Background: an optimization exercise with open tools, aiming at small area. Do not read the settings as production practice.
In this exercise RTL edits were held to simulation tests only and were not proved equivalent to the original.
Power figures rest on the tool's default switching activity, not on a simulated workload.

## job 974
Design fast_ring_thresholder, start of the top module:
module fast_ring_thresholder #(
  parameter int PIXEL_WIDTH = 8,
  parameter int RING_SIZE   = 16,
  parameter int ARC_LEN     = 9,
  parameter int DIFF_WIDTH  = PIXEL_WIDTH + 2
) (
  input  logic                              clk,
  input  logic                              rst,
  input  logic                              ce,
  input  logic                              in_valid,
  input  logic [RING_SIZE*PIXEL_WIDTH-1:0]  ring,
  input  logic [PIXEL_WIDTH-1:0]            center,
  input  logic [PIXEL_WIDTH-1:0]            thresh,
  output logic                              out_valid,
  output logic [RING_SIZE*DIFF_WIDTH-1:0]   bright_score,
  output logic [RING_SIZE*DIFF_WIDTH-1:0]   dark_score,
  output logic [RING_SIZE-1:0]              bright_mask,
  output logic [RING_SIZE-1:0]              dark_mask,
  output logic                              bright_corner,
  output logic                              dark_corner,
  output logic                              is_corner
);
  localparam int PW = PIXEL_WIDTH;
  localparam int RW = RING_SIZE * PIXEL_WIDTH;
  logic [RW-1:0]        ring_s1, ring_s2, ring_s3;
  logic [PW-1:0]        center_s1, center_s2;
  ...
For scale: ~620 flip-flops, roughly 500 I/O pins, ~0.028 sq mm of cells after synthesis.
==> module fast_ring_thresholder, before the edit <==
module fast_ring_thresholder #(
  parameter int PIXEL_WIDTH = 8,
  parameter int RING_SIZE   = 16,
  parameter int ARC_LEN     = 9,
  parameter int DIFF_WIDTH  = PIXEL_WIDTH + 2
) (
  input  logic                              clk,
  input  logic                              rst,
  input  logic                              ce,
  input  logic                              in_valid,
  input  logic [RING_SIZE*PIXEL_WIDTH-1:0]  ring,
  input  logic [PIXEL_WIDTH-1:0]            center,
  input  logic [PIXEL_WIDTH-1:0]            thresh,
  output logic                              out_valid,
  output logic [RING_SIZE*DIFF_WIDTH-1:0]   bright_score,
  output logic [RING_SIZE*DIFF_WIDTH-1:0]   dark_score,
  output logic [RING_SIZE-1:0]              bright_mask,
  output logic [RING_SIZE-1:0]              dark_mask,
  output logic                              bright_corner,
  output logic                              dark_corner,
  output logic                              is_corner
);
  localparam int PW = PIXEL_WIDTH;
  localparam int RW = RING_SIZE * PIXEL_WIDTH;
  logic [RW-1:0]        ring_s1, ring_s2, ring_s3;
  logic [PW-1:0]        center_s1, center_s2;
  logic [PW-1:0]        thresh_s1, thresh_s2;
  logic                 valid_s1, valid_s2, valid_s3, valid_s4;
  logic                 live_s1, live_s2, live_s3;
  logic [RING_SIZE-1:0] side_s3;
  logic [PW-1:0]        n_hi_s3, n_lo_s3;
  logic                 hi_big_s3, lo_neg_s3;
  logic [RW-1:0]        sum_s4;
  logic [RING_SIZE-1:0] bge_s4, kge_s4;
  logic [PW:0] hi_sum, lo_dif;
  always_comb begin
    hi_sum = {1'b0, center_s2} + {1'b0, thresh_s2};
    lo_dif = {1'b0, center_s2} - {1'b0, thresh_s2};
  end
  function automatic logic below(input logic [PW-1:0] x, input logic [PW-1:0] y);
    logic c;
    c = 1'b1;
    for (int j = 0; j < PW; j++) begin
      c = (x[j] & ~y[j]) | (x[j] & c) | (~y[j] & c);
    end
    below = ~c;
  endfunction
  function automatic logic [PW:0] padd(input logic [PW-1:0] x, input logic [PW-1:0] y,
                                       input logic cin);
    logic [PW:0]   c;
    logic [PW-1:0] s;
    c[0] = cin;
    for (int j = 0; j < PW; j++) begin
      s[j]   = x[j] ^ y[j] ^ c[j];
      c[j+1] = (x[j] & y[j]) | (x[j] & c[j]) | (y[j] & c[j]);
    end
    padd = {c[PW], s};
  endfunction
  logic [RING_SIZE-1:0] side_d;
  always_comb begin
    for (int i = 0; i < RING_SIZE; i++) begin
      side_d[i] = below(ring_s2[i*PW +: PW], center_s2);
    end
  end
  logic [RW-1:0]        sum_d;
  logic [RING_SIZE-1:0] bge_d, kge_d;
  always_comb begin
    for (int i = 0; i < RING_SIZE; i++) begin
      logic [PW:0] r;
      r = padd(ring_s3[i*PW +: PW], side_s3[i] ? n_lo_s3 : n_hi_s3, ~side_s3[i]);
      sum_d[i*PW +: PW] = r[PW-1:0];
      bge_d[i] = live_s3 & ~side_s3[i] & r[PW] & ~hi_big_s3;
      kge_d[i] = live_s3 & side_s3[i] & ~r[PW] & ~lo_neg_s3;
    end
  end
  always_ff @(posedge clk) begin
    if (ce) begin
      ring_s1   <= ring;
      ring_s2   <= ring_s1;
      ring_s3   <= ring_s2;
      center_s1 <= center;
      center_s2 <= center_s1;
      thresh_s1 <= thresh;
      thresh_s2 <= thresh_s1;
      side_s3   <= side_d;
      n_hi_s3   <= ~hi_sum[PW-1:0];
      hi_big_s3 <= hi_sum[PW];
      n_lo_s3   <= ~lo_dif[PW-1:0];
      lo_neg_s3 <= lo_dif[PW];
      sum_s4    <= sum_d;
    end
  end
  always_ff @(posedge clk or posedge rst) begin
    if (rst) begin
      valid_s1 <= 1'b0;
      valid_s2 <= 1'b0;
      valid_s3 <= 1'b0;
      valid_s4 <= 1'b0;
      live_s1  <= 1'b0;
      live_s2  <= 1'b0;
      live_s3  <= 1'b0;
      bge_s4   <= '0;
      kge_s4   <= '0;
    end else if (ce) begin
      valid_s1 <= in_valid;
      valid_s2 <= valid_s1;
      valid_s3 <= valid_s2;
      valid_s4 <= valid_s3;
      live_s1  <= 1'b1;
      live_s2  <= live_s1;
      live_s3  <= live_s2;
      bge_s4   <= bge_d;
      kge_s4   <= kge_d;
    end
  end
  function automatic logic arc_hit(input logic [RING_SIZE-1:0] m);
    logic [2*RING_SIZE-1:0] dbl;
    logic                   hit;
    dbl = {m, m};
    hit = 1'b0;
    for (int s = 0; s < RING_SIZE; s++) begin
      if (&dbl[s +: ARC_LEN]) hit = 1'b1;
    end
    arc_hit = hit;
  endfunction
  always_comb begin
    for (int i = 0; i < RING_SIZE; i++) begin
      logic [PW-1:0] r;
      r = sum_s4[i*PW +: PW];
      bright_mask[i] = bge_s4[i] & (|r);
      dark_mask[i]   = kge_s4[i] & ~(&r);
      bright_score[i*DIFF_WIDTH +: DIFF_WIDTH] = {2'b00, r & {PW{bge_s4[i]}}};
      dark_score[i*DIFF_WIDTH +: DIFF_WIDTH]   = {2'b00, ~r & {PW{kge_s4[i]}}};
    end
    out_valid     = valid_s4;
    bright_corner = arc_hit(bright_mask);
    dark_corner   = arc_hit(dark_mask);
    is_corner     = bright_corner | dark_corner;
  end
endmodule
clock: 4.0 ns
lec_check: 0
cap_margin: 20
core_margin: 2
core_utilization: 70
setup_slack_margin: 0.15
slew_margin: 20
standard.sh (not shown) runs the stock make flow with config.mk's settings and CLKGATE_MAP_FILE= SYNTH_SCRIPT=/design/flow/synth_recipe.tcl, a recipe that flattens the netlist after the stock synthesis.
==> flow/flow/run.sh <==
#!/bin/bash
# The standard layout (standard.sh, unchanged synthesis), with two changes:
#  - the port buffers are made from the smallest buffer cell;
#  - clock tree synthesis clusters more sinks per leaf buffer and inserts no dummy loads.
# Each tool's output goes to the ORFS logs under orfs/logs; make's own output to standard.log.
export BUFFER_PORTS_ARGS="-buffer_cell sky130_fd_sc_hd__buf_1"
export CTS_ARGS="-sink_clustering_enable -repair_clock_nets -dont_use_dummy_load -sink_clustering_size 20 -sink_clustering_max_diameter 60 -buf_list {sky130_fd_sc_hd__clkbuf_8}"
bash standard.sh > standard.log 2>&1
Changes in job 8601 relative to job 974:
diff --git a/flow/design.v b/flow/design.v
--- a/flow/design.v
+++ b/flow/design.v
@@ -30,9 +30,9 @@
   logic [RING_SIZE-1:0] side_s3;
   logic [PW-1:0]        n_hi_s3, n_lo_s3;
   logic                 hi_big_s3, lo_neg_s3;
   logic [RW-1:0]        sum_s4;
-  logic [RING_SIZE-1:0] bge_s4, kge_s4;
+  logic [RING_SIZE-1:0] bge_s4, n_kge_s4;
   logic [PW:0] hi_sum, lo_dif;
   always_comb begin
     hi_sum = {1'b0, center_s2} + {1'b0, thresh_s2};
     lo_dif = {1'b0, center_s2} - {1'b0, thresh_s2};
@@ -62,16 +62,16 @@
       side_d[i] = below(ring_s2[i*PW +: PW], center_s2);
     end
   end
   logic [RW-1:0]        sum_d;
-  logic [RING_SIZE-1:0] bge_d, kge_d;
+  logic [RING_SIZE-1:0] bge_d, n_kge_d;
   always_comb begin
     for (int i = 0; i < RING_SIZE; i++) begin
       logic [PW:0] r;
       r = padd(ring_s3[i*PW +: PW], side_s3[i] ? n_lo_s3 : n_hi_s3, ~side_s3[i]);
       sum_d[i*PW +: PW] = r[PW-1:0];
       bge_d[i] = live_s3 & ~side_s3[i] & r[PW] & ~hi_big_s3;
-      kge_d[i] = live_s3 & side_s3[i] & ~r[PW] & ~lo_neg_s3;
+      n_kge_d[i] = ~(live_s3 & side_s3[i] & ~r[PW] & ~lo_neg_s3);
     end
   end
   always_ff @(posedge clk) begin
     if (ce) begin
@@ -99,9 +99,9 @@
       live_s1  <= 1'b0;
       live_s2  <= 1'b0;
       live_s3  <= 1'b0;
       bge_s4   <= '0;
-      kge_s4   <= '0;
+      n_kge_s4 <= '1;
     end else if (ce) begin
       valid_s1 <= in_valid;
       valid_s2 <= valid_s1;
       valid_s3 <= valid_s2;
@@ -109,9 +109,9 @@
       live_s1  <= 1'b1;
       live_s2  <= live_s1;
       live_s3  <= live_s2;
       bge_s4   <= bge_d;
-      kge_s4   <= kge_d;
+      n_kge_s4 <= n_kge_d;
     end
   end
   function automatic logic arc_hit(input logic [RING_SIZE-1:0] m);
     logic [2*RING_SIZE-1:0] dbl;
@@ -127,11 +127,11 @@
     for (int i = 0; i < RING_SIZE; i++) begin
       logic [PW-1:0] r;
       r = sum_s4[i*PW +: PW];
       bright_mask[i] = bge_s4[i] & (|r);
-      dark_mask[i]   = kge_s4[i] & ~(&r);
+      dark_mask[i]   = ~(n_kge_s4[i] | (&r));
       bright_score[i*DIFF_WIDTH +: DIFF_WIDTH] = {2'b00, r & {PW{bge_s4[i]}}};
-      dark_score[i*DIFF_WIDTH +: DIFF_WIDTH]   = {2'b00, ~r & {PW{kge_s4[i]}}};
+      dark_score[i*DIFF_WIDTH +: DIFF_WIDTH]   = {2'b00, ~(r | {PW{n_kge_s4[i]}})};
     end
     out_valid     = valid_s4;
     bright_corner = arc_hit(bright_mask);
     dark_corner   = arc_hit(dark_mask);
==> notes.md <==
Job 8601 -> job 974: area after synthesis flat. Via count of the first global-routing pass for job 8601 is lower than for job 974. Compared with job 974, job 8601 shows count of clock-buffer cells in the layout lower by 4.9%. On clock skew, job 8601 and job 974 are basically level. The maximum frequency of job 8601 was inferior to that of job 974. Re part of the power in combinational logic: job 8601 is 0.4 points down on job 974. Looking only at post-layout minimum cycle time, and setting everything else aside, the lower value of job 8601 and job 974 goes to job 974. Going from job 974 to job 8601, share of total power in the clock network decreased by 0.4 points relative to the old numbers; non-clock buffer count decreased by about 2.2% relative to the old numbers. Going from job 974 to job 8601, gate count after technology mapping shrinks by 43. Compared with job 974, job 8601 shows a power that is 74 uW lower.

-- static timing again, ports no longer ideal --
How much do the figures lean on ideal ports? The routed layouts below were timed once more, with nothing changed but the port constraints. Step 1 sets driving cells, clkbuf_16 on the clock port and buf_2 on the other inputs (assumed; they add their load-dependent delay and slew). Step 2 also shifts input and output timing later by t, the mid clock arrival at the registers, as if the neighbouring blocks saw the same clock. a / b / c = ideal / step 1 / step 2; a / b = the first two.
run | t, ns | setup WS [ns] | worst setup path at the end | worst data-port slew with drivers (ns)
job 974 | 0.671 | 0.113 / 0.061 / 0.139 | register to register | 0.05
job 8601 | 0.661 | 0.091 / 0.091 / 0.091 | register to register | 0.06
After both steps every run listed still meets setup and hold.
